What follows belongs to an exercise in optimizing a design on an open flow for small area and few clock cycles per item; a production flow would make more cautious choices.
Where RTL was checked, it was by simulation tests only, not by an equivalence proof against the original.
Function not checked in runs 3 to 8: the RTL went through the layout flow alone.
No activity file was given, so power comes from the tool's default toggle rates.

==> flow/design.v <==
`default_nettype none
package data_type;
  localparam int R_W = 16;
  typedef logic signed [R_W-1:0] r_t;
endpackage
module cp_inserter
#(
  parameter int N_FFT  = 64,
  parameter int CP_LEN = 16
) (
  input  logic clk,
  input  logic rst,
  input  logic in_valid,
  output logic in_ready,
  input  data_type::r_t in_real,
  input  data_type::r_t in_imag,
  output logic out_valid,
  input  logic out_ready,
  output data_type::r_t out_real,
  output data_type::r_t out_imag,
  output logic out_sop,
  output logic out_cp,
  output logic out_eop
);
  localparam int                 c_idx_w   = $clog2(N_FFT);
  localparam int                 c_seg_w   = $clog2(CP_LEN);
  localparam int                 c_nseg    = N_FFT / CP_LEN;
  localparam int                 c_pt_w    = (c_nseg > 1) ? $clog2(c_nseg) : 1;
  localparam logic [c_idx_w-1:0] c_last    = c_idx_w'(N_FFT - 1);
  localparam logic [c_idx_w-1:0] c_cp_base = c_idx_w'(N_FFT - CP_LEN);
  localparam logic [c_idx_w-1:0] c_one     = c_idx_w'(1);
  logic [31:0] r_ring [c_nseg][CP_LEN];
  logic [31:0] w_tap  [c_nseg];    
  logic [c_idx_w-1:0] r_cnt;       
  logic [c_idx_w-1:0] r_wr_idx;    
  logic [c_idx_w-1:0] r_rd_idx;    
  logic               r_body;      
  logic               r_pend;      
  logic               r_park;      
  logic               w_wr_align, w_rd_align;
  logic [c_pt_w-1:0]  w_wr_pt, w_rd_pt;
  logic               w_load, w_rd_fire, w_free, w_wr_fire, w_wr_last, w_rd_last;
  logic               w_wr_ok, w_acc, w_park_ld, w_park_wr;
  logic [31:0]        w_wr_data;
  assign w_wr_align = (r_cnt[c_seg_w-1:0] == r_wr_idx[c_seg_w-1:0]);
  assign w_rd_align = (r_cnt[c_seg_w-1:0] == r_rd_idx[c_seg_w-1:0]);
  assign w_wr_pt    = c_pt_w'((r_cnt >> c_seg_w) - (r_wr_idx >> c_seg_w));
  assign w_rd_pt    = c_pt_w'((r_cnt >> c_seg_w) - (r_rd_idx >> c_seg_w));
  assign w_load    = !out_valid || out_ready;
  assign w_rd_fire = r_pend && w_rd_align && w_load;
  assign w_rd_last = r_body && (r_rd_idx == c_last);
  assign w_free    = !r_pend || (r_body && (!w_rd_align || (w_wr_pt != w_rd_pt) || w_load));
  assign w_wr_ok   = w_wr_align && w_free;
  assign in_ready  = !r_park && (w_wr_ok || (!r_pend && w_load));
  assign w_acc     = in_valid && in_ready;
  assign w_park_ld = w_acc && !w_wr_ok;
  assign w_park_wr = r_park && w_wr_align;
  assign w_wr_fire = (w_acc && w_wr_ok) || w_park_wr;
  assign w_wr_data = r_park ? {out_real, out_imag} : {in_real, in_imag};
  assign w_wr_last = (r_wr_idx == c_last);
  always_comb begin
    for (int i = 0; i < c_nseg; i++)
      w_tap[i] = r_ring[(i + c_nseg - 1) % c_nseg][CP_LEN-1];
  end
  always_ff @(posedge clk) begin
    for (int i = 0; i < c_nseg; i++) begin
      if (w_wr_fire && (w_wr_pt == c_pt_w'(i)))
        r_ring[i][0] <= w_wr_data;
      else
        r_ring[i][0] <= w_tap[i];
      for (int j = 1; j < CP_LEN; j++)
        r_ring[i][j] <= r_ring[i][j-1];
    end
  end
  always_ff @(posedge clk) begin
    if (rst) begin
      r_cnt    <= '0;
      r_wr_idx <= '0;
      r_rd_idx <= c_cp_base;
      r_body   <= 1'b0;
      r_pend   <= 1'b0;
      r_park   <= 1'b0;
    end else begin
      r_cnt <= r_cnt + c_one;
      if (w_wr_fire)
        r_wr_idx <= r_wr_idx + c_one;
      if (w_rd_fire) begin
        if (w_rd_last) begin
          r_rd_idx <= c_cp_base;
          r_body   <= 1'b0;
        end else begin
          r_rd_idx <= r_rd_idx + c_one;
          if (r_rd_idx == c_last) r_body <= 1'b1;
        end
      end
      r_pend <= (r_pend && !(w_rd_fire && w_rd_last)) || (w_wr_fire && w_wr_last);
      r_park <= (r_park && !w_park_wr) || w_park_ld;
    end
  end
  always_ff @(posedge clk) begin
    if (rst) begin
      out_valid <= 1'b0;
    end else if (w_load) begin
      out_valid <= w_rd_fire;
    end
  end
  always_ff @(posedge clk) begin
    if (w_rd_fire)
      {out_real, out_imag} <= w_tap[w_rd_pt];
    else if (w_park_ld)
      {out_real, out_imag} <= {in_real, in_imag};
  end
  assign out_sop = !r_body && (r_rd_idx == c_cp_base + c_one);
  assign out_eop = !r_body && (r_rd_idx == c_cp_base);
  assign out_cp  = r_body ? (r_rd_idx == '0) : (r_rd_idx != c_cp_base);
endmodule
`default_nettype wire
==> flow/flow/run.sh <==
#!/bin/bash
set -euo pipefail
export CTS_ARGS="-sink_clustering_enable -repair_clock_nets -sink_clustering_size 12 -sink_clustering_max_diameter 40 -buf_list sky130_fd_sc_hd__clkbuf_4 -dont_use_dummy_load"
export BUFFER_PORTS_ARGS="-buffer_cell sky130_fd_sc_hd__buf_1"
bash standard.sh synth > synth.log 2>&1
DOWNSIZE_ODB=orfs/results/sky130hd/cp_inserter/base/1_synth.odb openroad -no_init -exit flow/downsize.tcl > downsize.log 2>&1
bash standard.sh > standard.log 2>&1
==> flow/flow/downsize.tcl <==
# Swap every combinational cell of the synthesized netlist to the smallest
# drive strength of the same cell family (same function and pins). Registers
# and everything else keep their cells; placement's repair_design and the
# timing repairs upsize again wherever slew, capacitance or timing need it.
set odb $::env(DOWNSIZE_ODB)
read_db $odb
set db [ord::get_db]
set masters [dict create]
foreach lib [$db getLibs] {
  foreach m [$lib getMasters] {
    set n [$m getName]
    if {[regexp {^(sky130_fd_sc_hd__[a-z0-9]+)_([0-9]+)$} $n -> base drive]} {
      dict lappend masters $base $m
    }
  }
}
proc pins {m} {
  set l {}
  foreach t [$m getMTerms] { lappend l [$t getName] }
  return [lsort $l]
}
set swapped 0
set saved 0.0
foreach inst [[ord::get_db_block] getInsts] {
  set m [$inst getMaster]
  set n [$m getName]
  if {![regexp {^(sky130_fd_sc_hd__[a-z0-9]+)_([0-9]+)$} $n -> base drive]} { continue }
  if {[regexp {__(df|edf|sdf|dl|clk|tap|fill|decap|diode|conb|probe|lpflow)} $base]} { continue }
  set best $m
  set ba [expr {[$m getWidth] * [$m getHeight]}]
  foreach c [dict get $masters $base] {
    set a [expr {[$c getWidth] * [$c getHeight]}]
    if {$a < $ba && [pins $c] eq [pins $m]} { set best $c; set ba $a }
  }
  if {$best ne $m} {
    set saved [expr {$saved + ([$m getWidth] * [$m getHeight] - $ba) / 1e6}]
    $inst swapMaster $best
    incr swapped
  }
}
puts "downsize: swapped $swapped cells, saved [format %.1f $saved] um2"
write_db $odb
==> flow/standard.sh <==
#!/bin/bash
# synth_recipe.tcl (not shown) runs the flow's synth.tcl, then flattens the netlist and writes it again
# the make line also repeats each setting of config.mk as NAME=value (left out here)
make -C /OpenROAD-flow-scripts/flow DESIGN_CONFIG=/design/flow/config.mk WORK_HOME=/design/flow/orfs CLKGATE_MAP_FILE= SYNTH_SCRIPT=/design/flow/synth_recipe.tcl "${@:-finish}"
==> flow/config.mk <==
export PLATFORM = sky130hd
export DESIGN_NAME = cp_inserter
export DESIGN_NICKNAME = cp_inserter
export VERILOG_FILES = /design/flow/design.v
export SDC_FILE = /design/flow/constraint.sdc
export NUM_CORES = 4
export LEC_CHECK = 0
export CAP_MARGIN = 20
export CORE_MARGIN = 2
export CORE_UTILIZATION = 70
export CTS_CLUSTER_DIAMETER = 60
export CTS_CLUSTER_SIZE = 30
export SLEW_MARGIN = 20
==> flow/constraint.sdc <==
create_clock -name core_clock -period 6.0 [get_ports {clk}]
set_input_delay 1.2000 -clock core_clock [delete_from_list [all_inputs] [get_ports {clk}]]
set_output_delay 1.2000 -clock core_clock [all_outputs]
set_load 0.01 [all_outputs]
==> results of run 1 <==
-- cell usage in the layout (no fill, tap or decap), types with 3 or more instances in the layout --
cell type | synthesis | routed
mux4_2 | 32 | 32
mux2_2 | 163 | 163
xor2_1 | 12 | 13
o31ai_1 | 4 | 3
nor2_1 | 13 | 13
a21oi_1 | 7 | 7
nand3_1 | 7 | 6
edfxtp_1 | 32 | 32
nand2_1 | 11 | 11
diode_2 | 0 | 8
mux2_1 | 1 | 31
nor2b_1 | 4 | 4
clkbuf_4 | 0 | 197
nor3_1 | 5 | 5
nand2b_1 | 3 | 3
or4_1 | 4 | 3
dfxtp_1 | 2070 | 2069
xnor2_1 | 7 | 8
inv_1 | 7 | 7
buf_4 | 0 | 10
nand4_1 | 5 | 5
ha_1 | 7 | 6
o21ai_0 | 4 | 4
buf_1 | 0 | 72
-- worst min path at each step --
| stage | to | slack [ps] | depth (start not counted) |
|---|---|---|---|
| 2_1_floorplan | r_ring[10][0]$_DFF_P_ | 310 | 0 |
| 3_3_place_gp | r_ring[8][6]$_DFF_P_ | 310 | 0 |
| 3_5_place_dp | r_ring[2][5]$_DFF_P_ | 310 | 0 |
| 4_1_cts | r_ring[29][0]$_DFF_P_ | 270 | 0 |
| 5_1_grt | r_ring[29][0]$_DFF_P_ | 260 | 0 |
| 6_report | r_ring[29][0]$_DFF_P_ | 260 | 0 |
-- worst reg2reg max path, stage by stage (launching register included) --
cell and delay (ps):
dfxtp_1 370, xor2_1 160, nor4_1 950, nand2b_1 420, or4_2 920, buf_4 400, mux2_2 340
-- metrics by stage --
step           std cells  hold slack, ps  worst slack (ps)  cell area, um2
2_1_floorplan       2489             310              1460           46300
3_3_place_gp        3400             309              2130           47600
3_5_place_dp        3400             312              2080           47600
4_1_cts             3597             268              1280           49100
5_1_grt             3599             260              1120           49100
6_report            3605             257              1370           49100
-- per-layer routing --
| layer | share of wire [%] | track usage (%) | routed length [um] | vias up |
|---|---|---|---|---|
| li1 | - | - | - | 8463 |
| met1 | 51 | 25.9 | 29900 | 8077 |
| met4 | 2.1 | 7.21 | 1250 | 4 |
| met2 | 43 | 26.0 | 25300 | 280 |
| met5 | 0.039 | 0 | 23 | - |
| met3 | 4.3 | 4.73 | 2550 | 108 |
-- kinds of logic after synthesis --
logic type,Yosys count,share of synthesized area (%)
buffers and inverters,43,0.538
AND/OR/NAND/NOR,65,0.823
adder cells (fa/ha/maj),7,0.188
flip-flops,2102,91.2
XOR/XNOR,22,0.463
multiplexers,227,6.51
AO/OA/AOI/OAI,23,0.320
-- state kept, by name, indices dropped and copies added (netlist names) --
register and flops:
r_park 1, r_cnt 6, r_wr_idx 6, r_pend 1, r_rd_idx 6, out_real 16, out_valid 1, r_body 1
out_imag 16, r_ring 2048
-- power by group through the flow --
stage,sequential [mW],combinational [mW],clock [mW]
2_1_floorplan,16.7,0.337,0
3_3_place_gp,16.9,0.493,0
3_5_place_dp,17.0,0.513,0
4_1_cts,16.7,0.518,5.41
5_1_grt,16.8,0.547,5.94
6_report,16.6,0.507,5.18
-- synth_stat cells (2+ instances only) --
| master | n | share of area, % |
|---|---|---|
| nand3_1 | 7 | 0.075 |
| xnor2_1 | 7 | 0.13 |
| o21a_1 | 2 | 0.032 |
| buf_6 | 3 | 0.073 |
| mux2_2 | 163 | 3.9 |
| or4_1 | 4 | 0.065 |
| o21ai_0 | 4 | 0.043 |
| o31ai_1 | 4 | 0.065 |
| clkbuf_1 | 16 | 0.13 |
| mux2_4 | 30 | 0.97 |
| nand2_1 | 11 | 0.089 |
| ha_1 | 7 | 0.19 |
| nor2_1 | 13 | 0.10 |
| nor3_1 | 5 | 0.054 |
| and2_1 | 2 | 0.027 |
| buf_12 | 3 | 0.13 |
| a211oi_1 | 2 | 0.032 |
| nand2b_1 | 3 | 0.040 |
| nor4_4 | 2 | 0.091 |
| nand4_1 | 5 | 0.067 |
| xor2_1 | 12 | 0.23 |
| edfxtp_1 | 32 | 2.1 |
| nor2b_1 | 4 | 0.054 |
| a21oi_1 | 7 | 0.075 |
| inv_1 | 7 | 0.056 |
| mux4_2 | 32 | 1.5 |
| xnor2_2 | 2 | 0.070 |
| buf_2 | 14 | 0.15 |
| and3_1 | 2 | 0.027 |
| dfxtp_1 | 2070 | 89 |
-- layout make-up --
| cell class | count | area, um2 | share of cell area (%) |
|---|---|---|---|
| Tap cell | 864 | 1080 | 2.20 |
| Clock buffer | 197 | 1480 | 3.01 |
| Timing Repair Buffer | 83 | 365 | 0.744 |
| Inverter | 7 | 26.3 | 0.0535 |
| Multi-Input combinational cell | 344 | 3720 | 7.58 |
| Sequential cell | 2102 | 42400 | 86.4 |
| Antenna cell | 8 | 20.0 | 0.0408 |
==> impl_metrics.yaml, run 1 <==
power_and_ir_drop:
  p_clk_share_pct: 23.2
  p_int_mw: 17.8
  power.share.combinational_pct: 2.3
  p_sw_share_pct: 20.2
  design_power_total_mw: 22.3
  p_per_area_nw_per_um2: 455
  p_leak_nw: 19.8
  vdd_drop_max_mv: 0.270
  seqPwrFrac_pct: 74.5
  power.switching_mw: 4.50
timing:
  fin_skew_ps: 98.5
  maxSlewViolCount: 0
  fin_crit_sh_pct: 77.2
  rsz0062_at_grt: "false"
  tightestPinTransition_ps: 1120
  fmax_mhz: 216
  min_period_ps: 4630
  timing.slew.headroom_pct: 24.9
  setup_violations: 0
  hold_violations: 0
  tns_ps: 0
critical_path:
  crit_path_max_fanout: 6
  cp_num_buf_inv: 1
  crit_chain: "xor2_1, nor4_1, o311ai_0, a211oi_1, buf_1"
  end_kind: "output port"
  rr_startpoint: "r_cnt[1]$_SDFF_PP0_"
  cp-endpoint: "in_ready"
  crit_type: "reg2out"
  cpMaxStageDelayCell: "nor4_1"
  rr_endpoint: "r_ring[32][0]$_DFF_P_"
  crit_family: "simple AND/OR/NAND/NOR gates"
  r2r_cells: 6
  rrSetupSlack_ps: 2310
  cp.depth: 5
  cp_data_required_time_ps: 4800
  critical_path.max_stage_delay_ps: 950
  start_kind: "register"
  crit_arrival_ps: 3430
  startpoint: "r_cnt[1]$_SDFF_PP0_"
layout:
  drive_above_1_share_pct: 15.0
  fin_util_pct: 74.8
  fill_cells: 3863
  area_delta_synth_final_pct: 6.15
  nNetsFinal: 2778
global_route:
  grt_pass1_wl_mm: 92.5
  grt_pass1_vias: 17502
  track_usage_pct: 17.9
  grt_max_degree: 35
  grt.overflow.total: 0
  antenna_found_initial: 4
clock_network:
  clk_pin_slew_ps: 110
  numCtsBuffers: 197
  cts_max_level: 4
  cts_tree: "done"
  post_cts_resized: 0
  post_cts.repair.setup_buffers: 0
  cts_buffer_depth: 3
  clk_latency_ps: 1020
  cts.sinks: 2102
  clock-root-buffer: "clkbuf_4"
  cts_hold_buf: 0
die:
  core_area_um2: 65600
  die_y_um: 261
  dieWidth_um: 261
  start_util_pct: 70.5
  die-area_um2: 68100
  rows: 94
  boundaryPins: 73
route:
  vias: 16932
  wire_per_inst_um: 16.4
  drc: 0
  routed_via_density: 4.70
  drtPass1Iterations: 6
  wl_mm: 59.0
  final_antenna_net_count: 0
  dr.first_iter.drc_count: 743
place:
  dp_hpwl_mm: 33.6
  place_congestion: 0.769
  port_buffers: 72
synth:
  ys.flop_type: "dfxtp_1"
  ys_seq_area_share_pct: 91.2
  synth.distinct_cells: 44
  synth_edf_count: 32
  synth_fp_nets: 2532
  yosysWarnings: 3
  syn-cell-area_um2: 46300
  ys_chip_area_um2: 46500
  syn_avg_cell_area_um2: 18.6
  synthCells: 2489
  ys_ff_latch: 2102
  async_flop_share_pct: 0
min_path:
  hold_path_startpoint: "r_ring[28][0]$_DFF_P_"
  hold_path.class: "reg2reg"
job:
  drv_cap: 0
outcome:
  outcome: "finished clean"
Testbench counts, summed over its fixed seeds: cycles 15,880, symbols 192.
==> inputs of run 2 (changes only) <==
==> flow/flow/run.sh (replaced) <==
#!/bin/bash
set -euo pipefail
export CTS_ARGS="-sink_clustering_enable -repair_clock_nets -sink_clustering_size 12 -sink_clustering_max_diameter 30 -buf_list sky130_fd_sc_hd__clkbuf_4 -dont_use_dummy_load"
export BUFFER_PORTS_ARGS="-buffer_cell sky130_fd_sc_hd__buf_1"
bash standard.sh synth > synth.log 2>&1
DOWNSIZE_ODB=orfs/results/sky130hd/cp_inserter/base/1_synth.odb openroad -no_init -exit flow/downsize.tcl > downsize.log 2>&1
bash standard.sh > standard.log 2>&1
==> run 2 against run 1 <==
Compared with the run above: cell count increased by 0.83%; still clean on timing, DRC and antenna; global-route usage about the same; register-to-register slack worse by 70 ps; combinational power is essentially flat; highest routed layer unchanged; synthesized area unchanged.
==> impl_metrics.yaml, run 2 <==
critical_path:
  crit_arrival_ps: 3430
  rr_startpoint: "r_wr_idx[1]$_SDFFE_PP0N_"
  r2r_cells: 6
  crit_path_max_fanout: 6
  rr_endpoint: "r_ring[32][25]$_DFF_P_"
  crit_type: "reg2out"
  cp_data_required_time_ps: 4800
  start_kind: "register"
  end_kind: "output port"
  rrSetupSlack_ps: 2240
min_path:
  hold_path_startpoint: "r_ring[46][28]$_DFF_P_"
  hold_end: "r_ring[47][28]$_DFF_P_"
  hold_path.class: "reg2reg"
  whs_path_depth: 0
timing:
  min_period_ps: 4630
  setup_violations: 0
  timing.slew.headroom_pct: 23.3
  maxSlewViolCount: 0
  fin_skew_ps: 137
  tns_ps: 0
  fin_crit_sh_pct: 77.1
  rsz0062_at_grt: "false"
  hold_violations: 0
  fmax_mhz: 216
  tightestPinTransition_ps: 1140
synth:
  ys_seq_area_share_pct: 91.2
  syn_avg_cell_area_um2: 18.6
  synth_top_cells_by_area: "dfxtp_1 89%, mux2_2 3.9%, edfxtp_1 2.1%"
  synth_edf_count: 32
  synth.distinct_cells: 44
  ys_ff_latch: 2102
  synth_top_area_share_pct: 89.1
  synthCells: 2489
  async_flop_share_pct: 0
  synth_common_cells: "2070 x dfxtp_1, 163 x mux2_2, 32 x edfxtp_1, 32 x mux4_2, 30 x mux2_4"
  syn-cell-area_um2: 46300
  synth_fp_nets: 2532
  ys.flop_type: "dfxtp_1"
  ys_chip_area_um2: 46500
  synth.most_common_cell: "dfxtp_1"
  synth_top_cell_by_area: "dfxtp_1"
  yosysWarnings: 3
power_and_ir_drop:
  vdd_drop_max_mv: 0.268
  p_leak_nw: 19.9
  p_per_area_nw_per_um2: 458
layout:
  nNetsFinal: 2807
  fin_cells: 3635
  regMostFlops: "r_ring"
  fill_cells: 3865
  layout_common_cells: "2069 x dfxtp_1, 226 x clkbuf_4, 163 x mux2_2, 72 x buf_1"
  largest_register_ff_count: 2048
  final_common_cell: "dfxtp_1"
  drive_above_1_share_pct: 15.9
  area_delta_synth_final_pct: 6.62
job:
  drv_cap: 0
global_route:
  grt.overflow.total: 0
  grt_pass1_vias: 17654
  track_usage_pct: 17.9
  grt_max_degree: 35
  grt_pass1_wl_mm: 92.3
  antenna_found_initial: 7
place:
  port_buffers: 72
  dp.cells: 3400
  dp_hpwl_mm: 33.6
  place_congestion: 0.769
clock_network:
  cts_max_level: 4
  cts.sinks: 2102
  clk_pin_slew_ps: 120
  cts_hold_buf: 0
  clk_latency_ps: 1050
  cts_tree: "done"
  post_cts_resized: 0
  clock-root-buffer: "clkbuf_4"
  cts_buffer_depth: 3
  numCtsBuffers: 226
  post_cts.repair.setup_buffers: 0
die:
  die-area_um2: 68100
  core_area_um2: 65600
  boundaryPins: 73
  rows: 94
  start_util_pct: 70.5
  dieWidth_um: 261
  die_y_um: 261
route:
  final_antenna_net_count: 0
  wire_per_inst_um: 16.3
  vias: 17091
  top_layer_used: "met5"
  routed_via_density: 4.70
  wl_met1_mm: 29.9
  wl_mm: 59.1
  wl_met2_mm: 25.1
  drtPass1Iterations: 4
  dr.first_iter.drc_count: 777
  wl_met3_mm: 2.72
  drc: 0
outcome:
  outcome: "finished clean"
[run 2: cell counts after synthesis]
Identical to the previous run, type by type.
[run 2: layer usage]
metal  global-route usage, %  vias to the layer above
li1                        -                     8534
met4                    7.72                        6
met5                       0                        -
met2                    25.9                      314
met3                    4.73                      134
met1                    25.7                     8103
[run 2: critical path: stages, from the launching register on]
cell and delay (ps):
dfxtp_1 350, xor2_1 170, nor4_1 970, o311ai_0 330, a211oi_1 470, buf_1 200
[run 2: worst max path at each step]
stage / startpoint / to / slack [ps]
floorplan: out_ready / out_imag[0]$_DFFE_PP_ / 1460
global placement: out_ready / r_ring[32][19]$_DFF_P_ / 2130
detailed placement: out_ready / r_ring[32][16]$_DFF_P_ / 2080
CTS: r_wr_idx[1]$_SDFFE_PP0N_ / in_ready / 1250
global route: r_cnt[0]$_SDFF_PP0_ / in_ready / 1110
finish: r_wr_idx[1]$_SDFFE_PP0N_ / in_ready / 1370
[run 2: cells by family after synthesis]
kind of cell	count (synthesis)	synth area share [%]
adder cells (fa/ha/maj)	7	0.188
flip-flops	2102	91.2
multiplexers	227	6.51
XOR/XNOR	22	0.463
AND/OR/NAND/NOR	65	0.823
AO/OA/AOI/OAI	23	0.320
buffers and inverters	43	0.538
[run 2: power breakdown]
group | switching [mW] | internal [mW] | total [mW]
Clock | 3.73 | 1.73 | 5.46
Sequential | 0.579 | 16.0 | 16.6
Combinational | 0.259 | 0.249 | 0.508
[run 2: cell type report]
cell class | instances | area [um2] | share of cell area (%)
Antenna cell | 9 | 22.5 | 0.0457
Clock buffer | 226 | 1700 | 3.44
Inverter | 7 | 26.3 | 0.0533
Multi-Input combinational cell | 344 | 3720 | 7.55
Sequential cell | 2102 | 42400 | 86.0
Tap cell | 864 | 1080 | 2.19
Timing Repair Buffer | 83 | 365 | 0.741
[run 2: metrics by stage]
step	hold WS (ps)	power, mW	worst slack [ps]	util [%]	instance area (um2)
after global routing	269	23.6	1110	75.1	49300
after floorplan	310	17.0	1460	-	46300
final	265	22.6	1370	75.1	49300
after global placement	309	17.4	2130	72.5	47600
after detailed placement	312	17.5	2080	72.5	47600
after CTS	250	22.9	1250	75.1	49300
==> inputs of run 3 (changes only) <==
--- a/flow/design.v
+++ b/flow/design.v
@@ -36,27 +36,22 @@
   logic [c_idx_w-1:0] r_rd_idx;    
   logic               r_body;      
   logic               r_pend;      
-  logic               r_park;      
+  logic [c_idx_w-1:0] w_wr_d, w_rd_d;
   logic               w_wr_align, w_rd_align;
   logic [c_pt_w-1:0]  w_wr_pt, w_rd_pt;
   logic               w_load, w_rd_fire, w_free, w_wr_fire, w_wr_last, w_rd_last;
-  logic               w_wr_ok, w_acc, w_park_ld, w_park_wr;
-  logic [31:0]        w_wr_data;
-  assign w_wr_align = (r_cnt[c_seg_w-1:0] == r_wr_idx[c_seg_w-1:0]);
-  assign w_rd_align = (r_cnt[c_seg_w-1:0] == r_rd_idx[c_seg_w-1:0]);
-  assign w_wr_pt    = c_pt_w'((r_cnt >> c_seg_w) - (r_wr_idx >> c_seg_w));
-  assign w_rd_pt    = c_pt_w'((r_cnt >> c_seg_w) - (r_rd_idx >> c_seg_w));
+  assign w_wr_d     = r_cnt - r_wr_idx;
+  assign w_rd_d     = r_cnt - r_rd_idx;
+  assign w_wr_align = (w_wr_d[c_seg_w-1:0] == '0);
+  assign w_rd_align = (w_rd_d[c_seg_w-1:0] == '0);
+  assign w_wr_pt    = c_pt_w'(w_wr_d >> c_seg_w);
+  assign w_rd_pt    = c_pt_w'(w_rd_d >> c_seg_w);
   assign w_load    = !out_valid || out_ready;
   assign w_rd_fire = r_pend && w_rd_align && w_load;
   assign w_rd_last = r_body && (r_rd_idx == c_last);
   assign w_free    = !r_pend || (r_body && (!w_rd_align || (w_wr_pt != w_rd_pt) || w_load));
-  assign w_wr_ok   = w_wr_align && w_free;
-  assign in_ready  = !r_park && (w_wr_ok || (!r_pend && w_load));
-  assign w_acc     = in_valid && in_ready;
-  assign w_park_ld = w_acc && !w_wr_ok;
-  assign w_park_wr = r_park && w_wr_align;
-  assign w_wr_fire = (w_acc && w_wr_ok) || w_park_wr;
-  assign w_wr_data = r_park ? {out_real, out_imag} : {in_real, in_imag};
+  assign in_ready  = w_wr_align && w_free;
+  assign w_wr_fire = in_valid && in_ready;
   assign w_wr_last = (r_wr_idx == c_last);
   always_comb begin
     for (int i = 0; i < c_nseg; i++)
@@ -65,7 +60,7 @@
   always_ff @(posedge clk) begin
     for (int i = 0; i < c_nseg; i++) begin
       if (w_wr_fire && (w_wr_pt == c_pt_w'(i)))
-        r_ring[i][0] <= w_wr_data;
+        r_ring[i][0] <= {in_real, in_imag};
       else
         r_ring[i][0] <= w_tap[i];
       for (int j = 1; j < CP_LEN; j++)
@@ -79,7 +74,6 @@
       r_rd_idx <= c_cp_base;
       r_body   <= 1'b0;
       r_pend   <= 1'b0;
-      r_park   <= 1'b0;
     end else begin
       r_cnt <= r_cnt + c_one;
       if (w_wr_fire)
@@ -94,7 +88,6 @@
         end
       end
       r_pend <= (r_pend && !(w_rd_fire && w_rd_last)) || (w_wr_fire && w_wr_last);
-      r_park <= (r_park && !w_park_wr) || w_park_ld;
     end
   end
   always_ff @(posedge clk) begin
@@ -107,8 +100,6 @@
   always_ff @(posedge clk) begin
     if (w_rd_fire)
       {out_real, out_imag} <= w_tap[w_rd_pt];
-    else if (w_park_ld)
-      {out_real, out_imag} <= {in_real, in_imag};
   end
   assign out_sop = !r_body && (r_rd_idx == c_cp_base + c_one);
   assign out_eop = !r_body && (r_rd_idx == c_cp_base);
==> flow/flow/run.sh (replaced) <==
#!/bin/bash
set -euo pipefail
export CTS_ARGS="-sink_clustering_enable -repair_clock_nets -sink_clustering_size 12 -sink_clustering_max_diameter 40 -buf_list sky130_fd_sc_hd__clkbuf_4 -dont_use_dummy_load"
export BUFFER_PORTS_ARGS="-buffer_cell sky130_fd_sc_hd__buf_1"
bash standard.sh synth > synth.log 2>&1
DOWNSIZE_ODB=orfs/results/sky130hd/cp_inserter/base/1_synth.odb openroad -no_init -exit flow/downsize.tcl > downsize.log 2>&1
bash standard.sh > standard.log 2>&1
==> run 3 against run 2 <==
Compared with the run above: final area is 1.5% lower; non-clock buffer count fell by 2; hold slack gained 4.9 ps; total power shrank 1.7%; combinational power fell by 28%; highest routed layer is now met4; sequential power barely moved; critical endpoint unchanged; first-iteration DRC count is 20% lower; clock-buffer cell count decreased by 31; via count fell by 3.1%; critical path depth up 4.
==> impl_metrics.yaml, run 3 <==
outcome:
  outcome: "finished clean"
critical_path:
  start_kind: "register"
  crit_family: "simple AND/OR/NAND/NOR gates"
  cp_num_buf_inv: 2
  end_kind: "output port"
  crit_chain: "ha_1, inv_1, fa_1, xnor2_1, nand4b_1, nor3_1, and2_0, a21oi_1, buf_1"
  cp_data_required_time_ps: 4800
  crit_arrival_ps: 4070
  critical_path.max_stage_delay_ps: 900
  crit_path_max_fanout: 7
  crit_type: "reg2out"
  cpMaxStageDelayCell: "nor3_1"
  rrSetupSlack_ps: 1850
timing:
  maxSlewViolCount: 0
  fin_skew_ps: 108
  fin_crit_sh_pct: 87.8
  fmax_mhz: 190
  rsz0062_at_grt: "false"
  tightestPinTransition_ps: 1070
  hold_violations: 0
  timing.slew.headroom_pct: 27.8
  setup_violations: 0
  min_period_ps: 5270
  tns_ps: 0
power_and_ir_drop:
  p_leak_nw: 19.6
  vdd_drop_max_mv: 0.325
  p_per_area_nw_per_um2: 457
layout:
  nNetsFinal: 2748
  final_common_cell: "dfxtp_1"
  drive_above_1_share_pct: 11.5
  fin_util_pct: 75.3
  regMostFlops: "r_ring"
  area_delta_synth_final_pct: 6.26
  layout_common_cells: "2069 x dfxtp_1, 195 x clkbuf_4, 72 x buf_1, 67 x mux2_1, 65 x mux2_2"
  largest_register_ff_count: 2048
route:
  dr.first_iter.drc_count: 622
  drc: 0
  drtPass1Iterations: 6
  routed_via_density: 4.66
  wire_per_inst_um: 15.7
  wl_mm: 55.7
  final_antenna_net_count: 0
  vias: 16564
clock_network:
  cts_max_level: 4
  cts_tree: "done"
  cts_buffer_depth: 3
  post_cts.repair.setup_buffers: 0
  cts_hold_buf: 0
  clock-root-buffer: "clkbuf_4"
  cts.sinks: 2101
  numCtsBuffers: 195
  post_cts_resized: 0
  clk_pin_slew_ps: 110
  clk_latency_ps: 1050
synth:
  ys_ff_latch: 2101
  ys.flop_type: "dfxtp_1"
  synth_top_cell_by_area: "dfxtp_1"
  ys_chip_area_um2: 46100
  synth_top_area_share_pct: 89.8
  synth_edf_count: 32
  yosysWarnings: 3
  synth.distinct_cells: 55
  synthCells: 2440
  syn_avg_cell_area_um2: 18.7
  async_flop_share_pct: 0
  synth_fp_nets: 2492
  syn-cell-area_um2: 45700
  ys_seq_area_share_pct: 91.9
  synth_common_cells: "2069 x dfxtp_1, 65 x mux2_2, 60 x mux2_4, 32 x edfxtp_1, 29 x mux4_2"
  synth.most_common_cell: "dfxtp_1"
  synth_top_cells_by_area: "dfxtp_1 90%, edfxtp_1 2.1%, mux2_4 2.0%"
global_route:
  grt.overflow.total: 0
  track_usage_pct: 17.2
  grt_pass1_vias: 17089
  antenna_found_initial: 2
  grt_pass1_wl_mm: 88.9
  grt_max_degree: 33
die:
  die_y_um: 259
  dieWidth_um: 259
  start_util_pct: 70.9
  die-area_um2: 67300
  rows: 93
  boundaryPins: 73
  core_area_um2: 64500
place:
  port_buffers: 72
  place_congestion: 0.780
  dp_hpwl_mm: 30.7
min_path:
  hold_path.class: "reg2reg"
job:
  drv_cap: 0
run 3: cell types whose count changed after synthesis, moves of 6 or more:
cell and delta:
buf_2 -11, nor2_1 +9, mux2_1 +6, mux2_2 -98, ha_1 +8, inv_1 +7, mux2_4 +30, clkbuf_1 -12
buf_6 +11, xor2_1 -7
run 3: cells by family (layout without fill, tap and decap cells):
group	after synthesis	in the layout	synth area share (%)
xor+xnor	17	17	0.355
mux	166	166	5.34
other cells	0	9	0
simple gates	71	71	0.825
buf+inv	36	290	0.537
fa+ha+maj	16	16	0.450
compound gates	33	33	0.600
flops	2101	2101	91.9
run 3: routing by layer:
| metal | routed length [um] | share of wire (%) | up-vias | GRT usage (%) |
|---|---|---|---|---|
| li1 | - | - | 8297 | - |
| met1 | 28600 | 51 | 7859 | 25.5 |
| met2 | 23500 | 42 | 298 | 24.2 |
| met3 | 2400 | 4.3 | 110 | 4.84 |
| met4 | 1310 | 2.4 | 0 | 7.17 |
| met5 | 0 | 0 | - | 0 |
run 3: stage by stage:
step	instances	setup slack (ps)	area [um2]	power (mW)	hold WS, ps
global route	3557	434	48600	23.2	249
detailed placement	3354	1820	47100	17.4	312
floorplan	2440	942	45700	17.0	310
CTS	3549	669	48500	22.5	265
global placement	3354	1880	47100	17.3	310
finish	3558	733	48600	22.2	269
run 3: final cells by class:
type                            count  area, um2
Clock buffer                      195       1460
Sequential cell                  2101      42400
Fill cell                        3828      15900
Timing Repair Buffer               81        338
Multi-Input combinational cell    303       3230
Antenna cell                        9       22.5
Tap cell                          855       1070
Inverter                           14       52.6
run 3: final timing paths:
| check | from | endpoint | depth (start not counted) |
|---|---|---|---|
| worst max-delay path | r_rd_idx[0]$_SDFFE_PP0P_ | in_ready | 9 |
| worst min-delay path | r_ring[53][25]$_DFF_P_ | r_ring[54][25]$_DFF_P_ | 0 |
| worst max register to register | r_rd_idx[0]$_SDFFE_PP0P_ | r_ring[0][17]$_DFF_P_ | 9 |
| worst min register to register | r_ring[53][25]$_DFF_P_ | r_ring[54][25]$_DFF_P_ | 0 |
run 3: report_power, final:
part,internal (mW),switching [mW]
clock,1.50,3.67
combinational,0.193,0.175
sequential,16.1,0.553
==> inputs of run 4 (changes only) <==
--- a/flow/design.v
+++ b/flow/design.v
@@ -49,7 +49,7 @@
   assign w_load    = !out_valid || out_ready;
   assign w_rd_fire = r_pend && w_rd_align && w_load;
   assign w_rd_last = r_body && (r_rd_idx == c_last);
-  assign w_free    = !r_pend || (r_body && (!w_rd_align || (w_wr_pt != w_rd_pt) || w_load));
+  assign w_free    = !r_pend || (r_body && ((r_wr_idx != r_rd_idx) || w_rd_fire));
   assign in_ready  = w_wr_align && w_free;
   assign w_wr_fire = in_valid && in_ready;
   assign w_wr_last = (r_wr_idx == c_last);
@@ -98,11 +98,12 @@
     end
   end
   always_ff @(posedge clk) begin
-    if (w_rd_fire)
+    if (w_rd_fire) begin
       {out_real, out_imag} <= w_tap[w_rd_pt];
+      out_sop <= !r_body && (r_rd_idx == c_cp_base);
+      out_cp  <= !r_body;
+      out_eop <= w_rd_last;
+    end
   end
-  assign out_sop = !r_body && (r_rd_idx == c_cp_base + c_one);
-  assign out_eop = !r_body && (r_rd_idx == c_cp_base);
-  assign out_cp  = r_body ? (r_rd_idx == '0) : (r_rd_idx != c_cp_base);
 endmodule
 `default_nettype wire
==> flow/run.sh (new file) <==
#!/bin/bash
# synth_recipe.tcl (not shown) runs the flow's synth.tcl, then flattens the netlist and writes it again
# the make line also repeats each setting of config.mk as NAME=value (left out here)
make -C /OpenROAD-flow-scripts/flow DESIGN_CONFIG=/design/flow/config.mk WORK_HOME=/design/flow/orfs CLKGATE_MAP_FILE= SYNTH_SCRIPT=/design/flow/synth_recipe.tcl finish
--- a/flow/config.mk
+++ b/flow/config.mk
@@ -7,7 +7,7 @@
 export LEC_CHECK = 0
 export CAP_MARGIN = 20
 export CORE_MARGIN = 2
-export CORE_UTILIZATION = 70
-export CTS_CLUSTER_DIAMETER = 60
-export CTS_CLUSTER_SIZE = 30
+export CORE_UTILIZATION = 80
+export CTS_CLUSTER_DIAMETER = 80
+export CTS_CLUSTER_SIZE = 40
 export SLEW_MARGIN = 20
removed: flow/flow/run.sh
removed: flow/flow/downsize.tcl
removed: flow/standard.sh
==> run 4 against run 3 <==
Compared with the run above: the flow now stops in clock tree synthesis (4_1_cts); synthesized area up 0.35%; synthesized cell count down 0.41%.
==> impl_metrics.yaml, run 4 <==
die:
  dieWidth_um: 243
  start_util_pct: 81.2
  boundaryPins: 73
  rows: 87
  die_y_um: 243
synth:
  synth.distinct_cells: 42
  yosysWarnings: 3
  ys_ff_latch: 2104
  synth_common_cells: "2069 x dfxtp_1, 80 x mux2_2, 48 x mux2_1, 35 x edfxtp_1, 32 x mux4_2"
  synth_top_cell_by_area: "dfxtp_1"
  synth_edf_count: 35
  synth.most_common_cell: "dfxtp_1"
  ys_seq_area_share_pct: 92.6
  synth_fp_nets: 2481
  syn-cell-area_um2: 45900
  async_flop_share_pct: 0
  synth_top_cells_by_area: "dfxtp_1 90%, edfxtp_1 2.3%, mux2_2 2.0%"
  ys.flop_type: "dfxtp_1"
  syn_avg_cell_area_um2: 18.9
  synthCells: 2430
  synth_top_area_share_pct: 90.3
place:
  dp_hpwl_mm: 39.7
  dp.cells: 3249
  port_buffers: 72
  place_congestion: 0.745
outcome:
  outcome: "aborted with a tool error"
  stop_error: "[ERROR DPL-0033] detailed placement checks failed during check placement."
  lastStage: "clock tree synthesis (4_1_cts)"
clock_network:
  cts_hold_buf: 0
  post_cts.repair.setup_buffers: 0
  cts_buffer_depth: 3
  clock-root-buffer: "clkbuf_16"
  cts.sinks: 2104
  post_cts_resized: 0
  cts_max_level: 2
  numCtsBuffers: 58
## run 4: worst max-delay path by stage
stage / startpoint / cells after the start / slack [ps] / endpoint
detailed placement: out_ready / 6 / 1350 / in_ready
floorplan: r_rd_idx[2]$_SDFFE_PP0P_ / 8 / 1370 / in_ready
global placement: out_ready / 6 / 1360 / in_ready
## run 4: cell families after synthesis
| kind of cell | count (synthesis) | share of synthesized area (%) |
|---|---|---|
| compound gates | 29 | 0.472 |
| xor+xnor | 27 | 0.516 |
| fa+ha+maj | 15 | 0.426 |
| buf+inv | 40 | 0.535 |
| flops | 2104 | 92.6 |
| mux | 161 | 4.74 |
| simple gates | 54 | 0.688 |
## run 4: per-stage QoR
step,setup WS (ps),area [um2]
3_3_place_gp,1360,47500
3_5_place_dp,1350,47500
2_1_floorplan,1370,45900
## run 4: power by group through the flow
| stage | clock network, mW | logic (mW) | registers, mW |
|---|---|---|---|
| detailed placement | 0 | 0.456 | 17.4 |
| global placement | 0 | 0.415 | 17.2 |
| floorplan | 0 | 0.326 | 16.9 |
==> inputs of run 5 (changes only) <==
--- a/flow/config.mk
+++ b/flow/config.mk
@@ -8,6 +8,7 @@
 export CAP_MARGIN = 20
 export CORE_MARGIN = 2
 export CORE_UTILIZATION = 80
-export CTS_CLUSTER_DIAMETER = 80
-export CTS_CLUSTER_SIZE = 40
+export CTS_BUF_LIST = sky130_fd_sc_hd__clkbuf_8 sky130_fd_sc_hd__clkbuf_16
+export CTS_CLUSTER_DIAMETER = 150
+export CTS_CLUSTER_SIZE = 60
 export SLEW_MARGIN = 20
==> run 5 against run 4 <==
Compared with the run above: the flow again stops in clock tree synthesis (4_1_cts); synthesized cell count is the same; synthesized area is the same.
==> impl_metrics.yaml, run 5 <==
outcome:
  outcome: "aborted with a tool error"
  lastStage: "clock tree synthesis (4_1_cts)"
  stop_error: "[ERROR DPL-0033] detailed placement checks failed during check placement."
synth:
  synth_top_cell_by_area: "dfxtp_1"
  ys_seq_area_share_pct: 92.6
  ys_ff_latch: 2104
  ys.flop_type: "dfxtp_1"
  synthCells: 2430
  syn_avg_cell_area_um2: 18.9
  synth_edf_count: 35
  synth_fp_nets: 2481
  async_flop_share_pct: 0
  syn-cell-area_um2: 45900
  synth_top_area_share_pct: 90.3
  synth.most_common_cell: "dfxtp_1"
  yosysWarnings: 3
  synth_common_cells: "2069 x dfxtp_1, 80 x mux2_2, 48 x mux2_1, 35 x edfxtp_1, 32 x mux4_2"
  synth.distinct_cells: 42
  synth_top_cells_by_area: "dfxtp_1 90%, edfxtp_1 2.3%, mux2_2 2.0%"
die:
  rows: 87
  dieWidth_um: 243
  start_util_pct: 81.2
  die_y_um: 243
  boundaryPins: 73
place:
  place_congestion: 0.745
  placed_cell_area_um2: 47500
  port_buffers: 72
  dp.cells: 3249
  dp_hpwl_mm: 39.7
clock_network:
  clock-root-buffer: "clkbuf_16"
  post_cts_resized: 0
  numCtsBuffers: 41
  cts_hold_buf: 0
  post_cts.repair.setup_buffers: 0
  cts.sinks: 2104
  cts_max_level: 2
  cts_buffer_depth: 3
run 5: cell families after synthesis:
kind of cell             after synthesis  share of synthesized area, %
flip-flops                          2104                          92.6
AND/OR/NAND/NOR                       54                         0.688
adder cells (fa/ha/maj)               15                         0.426
buffers and inverters                 40                         0.535
multiplexers                         161                          4.74
AO/OA/AOI/OAI                         29                         0.472
XOR/XNOR                              27                         0.516
run 5: how the worst max path moves through the flow:
stage / from / end / slack [ps] / cells past startpoint
3_5_place_dp: out_ready / in_ready / 1350 / 6
3_3_place_gp: out_ready / in_ready / 1360 / 6
2_1_floorplan: r_rd_idx[2]$_SDFFE_PP0P_ / in_ready / 1370 / 8
run 5: power by group through the flow:
stage	combinational (mW)	sequential [mW]	clock, mW
floorplan	0.326	16.9	0
global placement	0.415	17.2	0
detailed placement	0.456	17.4	0
run 5: metrics by stage:
step | worst slack (ps) | total power, mW | hold slack, ps
2_1_floorplan | 1370 | 17.3 | 310
3_3_place_gp | 1360 | 17.6 | 310
3_5_place_dp | 1350 | 17.8 | 312
==> inputs of run 6 (changes only) <==
--- a/flow/design.v
+++ b/flow/design.v
@@ -98,12 +98,11 @@
     end
   end
   always_ff @(posedge clk) begin
-    if (w_rd_fire) begin
+    if (w_rd_fire)
       {out_real, out_imag} <= w_tap[w_rd_pt];
-      out_sop <= !r_body && (r_rd_idx == c_cp_base);
-      out_cp  <= !r_body;
-      out_eop <= w_rd_last;
-    end
   end
+  assign out_sop = !r_body && (r_rd_idx == c_cp_base + c_one);
+  assign out_eop = !r_body && (r_rd_idx == c_cp_base);
+  assign out_cp  = r_body ? (r_rd_idx == '0) : (r_rd_idx != c_cp_base);
 endmodule
 `default_nettype wire
==> flow/flow/run.sh (new file) <==
#!/bin/bash
set -euo pipefail
export CTS_ARGS="-sink_clustering_enable -repair_clock_nets -sink_clustering_size 30 -sink_clustering_max_diameter 60 -dont_use_dummy_load"
export BUFFER_PORTS_ARGS="-buffer_cell sky130_fd_sc_hd__buf_1"
bash standard.sh > standard.log 2>&1
==> flow/standard.sh (new file) <==
#!/bin/bash
# synth_recipe.tcl (not shown) runs the flow's synth.tcl, then flattens the netlist and writes it again
# the make line also repeats each setting of config.mk as NAME=value (left out here)
make -C /OpenROAD-flow-scripts/flow DESIGN_CONFIG=/design/flow/config.mk WORK_HOME=/design/flow/orfs CLKGATE_MAP_FILE= SYNTH_SCRIPT=/design/flow/synth_recipe.tcl "${@:-finish}"
--- a/flow/config.mk
+++ b/flow/config.mk
@@ -8,7 +8,6 @@
 export CAP_MARGIN = 20
 export CORE_MARGIN = 2
 export CORE_UTILIZATION = 80
-export CTS_BUF_LIST = sky130_fd_sc_hd__clkbuf_8 sky130_fd_sc_hd__clkbuf_16
-export CTS_CLUSTER_DIAMETER = 150
-export CTS_CLUSTER_SIZE = 60
+export CTS_CLUSTER_DIAMETER = 60
+export CTS_CLUSTER_SIZE = 30
 export SLEW_MARGIN = 20
removed: flow/run.sh
==> run 6 against run 5 <==
Compared with the run above: synthesized cell count rose by 0.21%; synthesized area fell by 0.16%; the flow again stops in clock tree synthesis (4_1_cts).
==> impl_metrics.yaml, run 6 <==
synth:
  synthCells: 2435
  synth_top_cell_by_area: "dfxtp_1"
  syn-cell-area_um2: 45800
  async_flop_share_pct: 0
  ys_ff_latch: 2101
  synth.most_common_cell: "dfxtp_1"
  yosysWarnings: 3
  synth_fp_nets: 2487
  synth_top_cells_by_area: "dfxtp_1 90%, mux2_2 2.9%, edfxtp_1 2.1%"
  ys.flop_type: "dfxtp_1"
  syn_avg_cell_area_um2: 18.8
  synth.distinct_cells: 46
  synth_top_area_share_pct: 90.5
  synth_edf_count: 32
  synth_common_cells: "2069 x dfxtp_1, 116 x mux2_2, 32 x edfxtp_1, 32 x mux4_2, 19 x nor2_1"
  ys_seq_area_share_pct: 92.6
clock_network:
  cts_hold_buf: 0
  post_cts.repair.setup_buffers: 0
  post_cts_resized: 0
  clock-root-buffer: "clkbuf_16"
  numCtsBuffers: 80
  cts_buffer_depth: 3
  cts.sinks: 2101
  cts_max_level: 3
place:
  place_congestion: 0.752
  port_buffers: 72
  dp_hpwl_mm: 43.2
  dp.cells: 3248
  pre_cts_ws_ps: 1560
  placed_cell_area_um2: 47000
outcome:
  stop_error: "[ERROR DPL-0033] detailed placement checks failed during check placement."
  outcome: "aborted with a tool error"
  lastStage: "clock tree synthesis (4_1_cts)"
die:
  boundaryPins: 73
  rows: 87
  dieWidth_um: 243
  start_util_pct: 81.0
  die_y_um: 243
run 6: worst min-delay path by stage:
stage,startpoint,to
2_1_floorplan,r_ring[9][0]$_DFF_P_,r_ring[10][0]$_DFF_P_
3_3_place_gp,r_ring[27][5]$_DFF_P_,r_ring[28][5]$_DFF_P_
3_5_place_dp,r_ring[14][23]$_DFF_P_,r_ring[15][23]$_DFF_P_
run 6: power groups by stage:
stage                     Clock (mW)  Combinational (mW)  Sequential [mW]
after floorplan                    0               0.338             16.9
after global placement             0               0.411             17.1
after detailed placement           0               0.459             17.3
run 6: cell families after synthesis:
family / synth area share (%)
muxes: 4.77
adders and majority gates: 0.454
and+or+nand+nor: 0.722
DFF: 92.6
xor gates and xnor gates: 0.517
buffers and inverters: 0.533
AOI/OAI and AO/OA: 0.432
==> inputs of run 7 (changes only) <==
==> flow/flow/run.sh (replaced) <==
#!/bin/bash
set -euo pipefail
export CTS_ARGS="-sink_clustering_enable -repair_clock_nets -sink_clustering_size 20 -sink_clustering_max_diameter 50 -buf_list sky130_fd_sc_hd__clkbuf_8 -dont_use_dummy_load"
export RECOVER_POWER=100
export BUFFER_PORTS_ARGS="-buffer_cell sky130_fd_sc_hd__buf_1"
bash standard.sh > standard.log 2>&1
--- a/flow/config.mk
+++ b/flow/config.mk
@@ -7,7 +7,7 @@
 export LEC_CHECK = 0
 export CAP_MARGIN = 20
 export CORE_MARGIN = 2
-export CORE_UTILIZATION = 80
+export CORE_UTILIZATION = 70
 export CTS_CLUSTER_DIAMETER = 60
 export CTS_CLUSTER_SIZE = 30
 export SLEW_MARGIN = 20
==> run 7 against run 6 <==
Compared with the run above: synthesized area is the same; the layout now fails its checks (capacitance limit, slew limit); synthesized cell count did not move.
==> impl_metrics.yaml, run 7 <==
synth:
  syn_avg_cell_area_um2: 18.8
  syn-cell-area_um2: 45800
  synth_edf_count: 32
  synth.most_common_cell: "dfxtp_1"
  ys_ff_latch: 2101
  async_flop_share_pct: 0
  synth_top_cells_by_area: "dfxtp_1 90%, mux2_2 2.9%, edfxtp_1 2.1%"
  synth_common_cells: "2069 x dfxtp_1, 116 x mux2_2, 32 x edfxtp_1, 32 x mux4_2, 19 x nor2_1"
  synthCells: 2435
  yosysWarnings: 3
  ys_seq_area_share_pct: 92.6
  synth.distinct_cells: 46
  synth_top_cell_by_area: "dfxtp_1"
  ys.flop_type: "dfxtp_1"
  synth_fp_nets: 2487
  synth_top_area_share_pct: 90.5
critical_path:
  rr_startpoint: "r_rd_idx[0]$_SDFFE_PP0P_"
  cpMaxStageDelayCell: "clkbuf_1"
  r2r_cells: 11
  critPathMostFrequentCell: "inv_1"
  crit_path_max_fanout: 15
  crit_chain: "ha_1, inv_1, fa_1, xor2_1, nor3_1, o211ai_1, inv_1, o21ai_0, nor3_4, clkbuf_1, mux2_2"
  end_kind: "register"
  crit_arrival_ps: 5750
  rrSetupSlack_ps: 860
  crit_type: "reg2reg"
  start_kind: "register"
  startpoint: "r_rd_idx[0]$_SDFFE_PP0P_"
  critical_path.max_stage_delay_ps: 1070
  cp_data_required_time_ps: 6610
  cp-endpoint: "r_ring[0][4]$_DFF_P_"
  rr_endpoint: "r_ring[0][4]$_DFF_P_"
place:
  pre_cts_ws_ps: 1740
  port_buffers: 72
  place_congestion: 0.731
  dp.cells: 3349
  placed_cell_area_um2: 47100
  dp_hpwl_mm: 33.6
route:
  wire_per_inst_um: 16.7
  final_antenna_net_count: 0
  drc: 0
  vias: 16015
  drtPass1Iterations: 4
  routed_via_density: 4.60
  dr.first_iter.drc_count: 583
  wl_mm: 58.1
timing:
  tightestPinTransition_ps: 1920
  fin_hold_ws_ps: 262
  maxSlewViolCount: 22
  fin_ws_ps: 855
  tns_ps: 0
  min_period_ps: 5140
  fin_skew_ps: 92.7
  fmax_mhz: 194
  hold_violations: 0
  rsz0062_at_grt: "false"
  fin_crit_sh_pct: 85.7
  setup_violations: 0
  timing.slew.headroom_pct: -29.5
global_route:
  grt_pass1_wl_mm: 91.2
  grt.overflow.total: 0
  antenna_found_initial: 2
  grt_max_degree: 30
  track_usage_pct: 17.9
  grt_pass1_vias: 16755
die:
  die-area_um2: 67500
  die_y_um: 260
  rows: 93
  start_util_pct: 70.9
  boundaryPins: 73
  core_area_um2: 64600
  dieWidth_um: 260
clock_network:
  clk_latency_ps: 770
  numCtsBuffers: 133
  cts_max_level: 4
  post_cts_resized: 0
  post_cts.repair.setup_buffers: 0
  cts.sinks: 2101
  cts_buffer_depth: 3
  clk_pin_slew_ps: 110
  cts_tree: "done"
  cts_hold_buf: 0
  clock-root-buffer: "clkbuf_8"
power_and_ir_drop:
  design_power_total_mw: 23.0
  vdd_drop_max_mv: 0.323
  p_leak_nw: 19.6
  p_per_area_nw_per_um2: 471
outcome:
  outcome: "complete, but fails checks"
  so.violations: "capacitance limit, slew limit"
layout:
  stdcell_area_um2: 48900
  fill_cells: 3594
  regMostFlops: "r_ring"
  largest_register_ff_count: 2048
  seq_area_um2: 42400
  fin_util_pct: 75.7
  multi_input_area_um2: 3170
  final_common_cell: "dfxtp_1"
  drive_above_1_share_pct: 11.3
  area_delta_synth_final_pct: 6.72
  fin_cells: 3484
  layout_common_cells: "2069 x dfxtp_1, 133 x clkbuf_8, 115 x mux2_2, 68 x buf_1"
  nNetsFinal: 2681
job:
  drv_cap: 2
min_path:
  hold_path.class: "reg2reg"
[run 7: cell counts after synthesis]
Identical to the previous run, type by type.
[run 7: layout make-up]
type	instances	share of cell area [%]
Sequential cell	2101	86.7
Multi-Input combinational cell	294	6.48
Clock buffer	133	3.75
Tap cell	855	2.19
Timing Repair Buffer	83	0.707
Inverter	16	0.123
Antenna cell	2	0.0102
[run 7: worst max-delay path: cells and delay by family, from the launching register on]
kind / cells / cell delay [ps]
compound gates: 2 / 1060
xor+xnor: 1 / 180
fa+ha+maj: 2 / 620
buf+inv: 3 / 1630
flops: 1 / 470
mux: 1 / 430
simple gates: 2 / 630
[run 7: how the worst min path moves through the flow]
stage | startpoint | slack [ps] | cells past startpoint | end
6_report | r_ring[36][8]$_DFF_P_ | 260 | 0 | r_ring[37][8]$_DFF_P_
5_1_grt | r_ring[36][8]$_DFF_P_ | 260 | 0 | r_ring[37][8]$_DFF_P_
3_3_place_gp | r_ring[60][31]$_DFF_P_ | 310 | 0 | r_ring[61][31]$_DFF_P_
3_5_place_dp | r_ring[18][23]$_DFF_P_ | 310 | 0 | r_ring[19][23]$_DFF_P_
2_1_floorplan | r_ring[9][0]$_DFF_P_ | 310 | 0 | r_ring[10][0]$_DFF_P_
4_1_cts | r_ring[36][8]$_DFF_P_ | 260 | 0 | r_ring[37][8]$_DFF_P_
[run 7: where the power goes]
part | switching (mW) | internal (mW) | leakage (nW)
Clock | 3.69 | 2.00 | 0.956
Combinational | 0.192 | 0.234 | 1.48
Sequential | 0.634 | 16.3 | 17.1
Total | 4.51 | 18.5 | 19.6
[run 7: cells by family after synthesis]
group           share of synthesized area [%]
xor+xnor                                0.517
flops                                    92.6
fa+ha+maj                               0.454
buf+inv                                 0.533
simple gates                            0.722
mux                                      4.77
compound gates                          0.432
[run 7: per-layer routing]
metal | GRT usage [%] | wire length [um]
met1 | 26.2 | 29400
met2 | 26.2 | 24800
met3 | 4.16 | 2460
met4 | 7.06 | 1520
met5 | 0 | 0
==> inputs of run 8 (changes only) <==
--- a/flow/design.v
+++ b/flow/design.v
@@ -36,16 +36,13 @@
   logic [c_idx_w-1:0] r_rd_idx;    
   logic               r_body;      
   logic               r_pend;      
-  logic [c_idx_w-1:0] w_wr_d, w_rd_d;
   logic               w_wr_align, w_rd_align;
   logic [c_pt_w-1:0]  w_wr_pt, w_rd_pt;
   logic               w_load, w_rd_fire, w_free, w_wr_fire, w_wr_last, w_rd_last;
-  assign w_wr_d     = r_cnt - r_wr_idx;
-  assign w_rd_d     = r_cnt - r_rd_idx;
-  assign w_wr_align = (w_wr_d[c_seg_w-1:0] == '0);
-  assign w_rd_align = (w_rd_d[c_seg_w-1:0] == '0);
-  assign w_wr_pt    = c_pt_w'(w_wr_d >> c_seg_w);
-  assign w_rd_pt    = c_pt_w'(w_rd_d >> c_seg_w);
+  assign w_wr_align = (r_cnt[c_seg_w-1:0] == r_wr_idx[c_seg_w-1:0]);
+  assign w_rd_align = (r_cnt[c_seg_w-1:0] == r_rd_idx[c_seg_w-1:0]);
+  assign w_wr_pt    = c_pt_w'((r_cnt >> c_seg_w) - (r_wr_idx >> c_seg_w));
+  assign w_rd_pt    = c_pt_w'((r_cnt >> c_seg_w) - (r_rd_idx >> c_seg_w));
   assign w_load    = !out_valid || out_ready;
   assign w_rd_fire = r_pend && w_rd_align && w_load;
   assign w_rd_last = r_body && (r_rd_idx == c_last);
==> run 8 against run 7 <==
Compared with the run above: still fails the layout checks on capacitance limit, slew limit; critical path type unchanged; clock-buffer cell count is 1 lower; clock skew is 41 ps lower; largest cell class unchanged; hold slack better by 26 ps; first-iteration DRC count is 16% higher.
==> impl_metrics.yaml, run 8 <==
outcome:
  so.violations: "capacitance limit, slew limit"
  outcome: "complete, but fails checks"
synth:
  synth.most_common_cell: "dfxtp_1"
  synth_top_area_share_pct: 89.7
  syn_avg_cell_area_um2: 19.0
  synth_edf_count: 32
  synth.distinct_cells: 37
  syn-cell-area_um2: 46200
  ys_seq_area_share_pct: 91.7
  synth_top_cells_by_area: "dfxtp_1 90%, mux2_4 3.9%, edfxtp_1 2.1%"
  ys.flop_type: "dfxtp_1"
  ys_ff_latch: 2101
  yosysWarnings: 3
  synthCells: 2426
  synth_fp_nets: 2469
  synth_common_cells: "2069 x dfxtp_1, 120 x mux2_4, 32 x edfxtp_1, 32 x mux4_2, 21 x nor2_1"
  async_flop_share_pct: 0
  synth_top_cell_by_area: "dfxtp_1"
timing:
  tns_ps: 0
  maxSlewViolCount: 217
  setup_violations: 0
  timing.slew.headroom_pct: -123
  hold_violations: 0
  tightestPinTransition_ps: 3340
  rsz0062_at_grt: "false"
  fin_crit_sh_pct: 74.3
  fmax_mhz: 224
  fin_skew_ps: 51.9
  min_period_ps: 4460
clock_network:
  numCtsBuffers: 132
  cts_buffer_depth: 3
  cts_hold_buf: 0
  clk_latency_ps: 780
  clock-root-buffer: "clkbuf_8"
  cts_tree: "done"
  post_cts_resized: 0
  cts.sinks: 2101
  cts_max_level: 4
  clk_pin_slew_ps: 110
  post_cts.repair.setup_buffers: 0
route:
  final_antenna_net_count: 0
  wl_met1_mm: 29.2
  routed_via_density: 4.60
  top_layer_used: "met5"
  wire_per_inst_um: 16.1
  wl_mm: 56.0
  dr.first_iter.drc_count: 679
  drc: 0
  wl_met3_mm: 2.25
  vias: 15965
  drtPass1Iterations: 4
  wl_met2_mm: 23.2
layout:
  area_delta_synth_final_pct: 5.48
  regMostFlops: "r_ring"
  drive_above_1_share_pct: 7.06
  nNetsFinal: 2653
  fin_util_pct: 74.4
  largest_register_ff_count: 2048
  final_common_cell: "dfxtp_1"
  layout_common_cells: "2069 x dfxtp_1, 132 x clkbuf_8, 123 x mux2_1, 70 x buf_1"
critical_path:
  start_kind: "register"
  crit_path_max_fanout: 18
  cpMaxStageDelayCell: "clkbuf_1"
  end_kind: "register"
  startpoint: "r_rd_idx[0]$_SDFFE_PP0P_"
  cp_data_required_time_ps: 6330
  cp_num_buf_inv: 2
  crit_arrival_ps: 4790
  crit_type: "reg2reg"
  rr_startpoint: "r_rd_idx[0]$_SDFFE_PP0P_"
  critical_path.max_stage_delay_ps: 1360
  crit_chain: "xor2_1, a211o_1, or2_0, inv_1, clkbuf_1"
  crit_family: "buffers and inverters"
global_route:
  grt_max_degree: 33
  grt_pass1_vias: 16324
  antenna_found_initial: 3
  grt.overflow.total: 0
  grt_pass1_wl_mm: 88.0
  track_usage_pct: 17.0
min_path:
  hold_path_startpoint: "r_ring[43][17]$_DFF_P_"
  hold_path.class: "reg2reg"
power_and_ir_drop:
  p_per_area_nw_per_um2: 436
  vdd_drop_max_mv: 0.322
  p_leak_nw: 19.6
die:
  die-area_um2: 68100
  die_y_um: 261
  core_area_um2: 65500
  dieWidth_um: 261
  rows: 94
  start_util_pct: 70.5
  boundaryPins: 73
place:
  place_congestion: 0.748
  port_buffers: 72
  dp_hpwl_mm: 29.7
job:
  drv_cap: 7
[run 8: cell count changes after synthesis, sizes merged, moves of 3 or more]
| cell | change |
|---|---|
| a2111oi | +3 |
| and2 | +3 |
| buf | -3 |
| clkbuf | +7 |
| ha | -8 |
| inv | -8 |
| mux2 | +3 |
| nand2b | +4 |
| nand4 | +5 |
| nor3 | -4 |
| nor4 | +3 |
| o211ai | -5 |
| o21ai | -3 |
[run 8: routing by layer]
metal | global-route usage [%] | vias to the layer above
met5 | 0 | -
met4 | 6.41 | 4
met3 | 4.33 | 118
met2 | 24.0 | 214
met1 | 25.5 | 7640
li1 | - | 7989
[run 8: cell type report]
cell class | instances | area [um2]
well taps | 864 | 1080
flip-flops and latches | 2101 | 42400
diodes | 2 | 5.00
multi-input cells | 289 | 3120
fillers | 3934 | 16800
inverters | 8 | 30.0
repair buffers | 78 | 298
clock buffers | 132 | 1820
[run 8: worst reg2reg max path: stages, from the launching register on]
cell,delay (ps)
dfxtp_1,520
xor2_1,120
a211o_1,330
or2_0,620
inv_1,1030
clkbuf_1,1390
[run 8: final timing paths]
kind	endpoint	slack (ps)	cells past startpoint
min reg2reg	r_ring[44][17]$_DFF_P_	290	0
max	out_imag[5]$_DFFE_PP_	1540	5
min	r_ring[44][17]$_DFF_P_	290	0
max reg2reg	out_imag[5]$_DFFE_PP_	1540	5
[run 8: logic make-up after synthesis]
logic type               after synthesis  share of synthesized area [%]
flip-flops                          2101                           91.7
buffers and inverters                 36                          0.558
AND/OR/NAND/NOR                       71                          0.794
multiplexers                         166                           5.80
adder cells (fa/ha/maj)                7                          0.190
XOR/XNOR                              28                          0.531
AO/OA/AOI/OAI                         17                          0.395
[run 8: report_power, final]
group / switching, mW / internal [mW]
logic: 0.0908 / 0.0999
clock network: 3.68 / 1.99
registers: 0.297 / 15.1
[run 8: through the flow]
stage	cells	hold slack [ps]	instance area [um2]	total power, mW	setup slack [ps]
floorplan	2426	310	46200	15.8	2670
global placement	3340	310	47400	15.9	2440
detailed placement	3340	312	47400	16.0	2430
CTS	3472	290	49200	21.5	1950
global route	3473	284	48700	22.1	1220
finish	3474	288	48700	21.2	1540

-- afterwards: timing with drivers on the ports --
The results above use ideal ports. As a check the final layouts listed here were re-extracted and re-timed, cells and wires unchanged. Step 1 assumes that a clkbuf_16 drives the clock port and a buf_2 every other input. Step 2 also shifts input and output timing later by t, the mid clock arrival at the registers, as if the neighbouring blocks saw the same clock. Three values: ideal ports, drivers, drivers and shift; two values: the first two.
| run | t, ns | setup WS [ns] | hold WS [ns] | worst register clock-pin slew, ns | worst slew at a driven data input, ns |
|---|---|---|---|---|---|
| run 1 | 1.036 | 1.365 / 1.305 / 2.078 | 0.257 / 0.257 / 0.257 | 0.12 / 0.12 | 0.13 |
| run 2 | 1.048 | 1.372 / 1.310 / 2.039 | 0.265 / 0.265 / 0.265 | 0.12 / 0.12 | 0.14 |
| run 3 | 1.055 | 0.733 / 0.673 / 1.720 | 0.269 / 0.269 / 0.269 | 0.12 / 0.12 | 0.07 |
| run 7 | 0.792 | 0.855 / 0.828 / 0.745 | 0.262 / 0.262 / 0.262 | 0.11 / 0.11 | 0.10 |
| run 8 | 0.810 | 1.539 / 1.539 / 0.927 | 0.288 / 0.288 / 0.288 | 0.11 / 0.11 | 0.11 |
The setup slack of run 8, which loses most, moves by 0.000 ns with the drivers and by -0.612 ns with both steps.
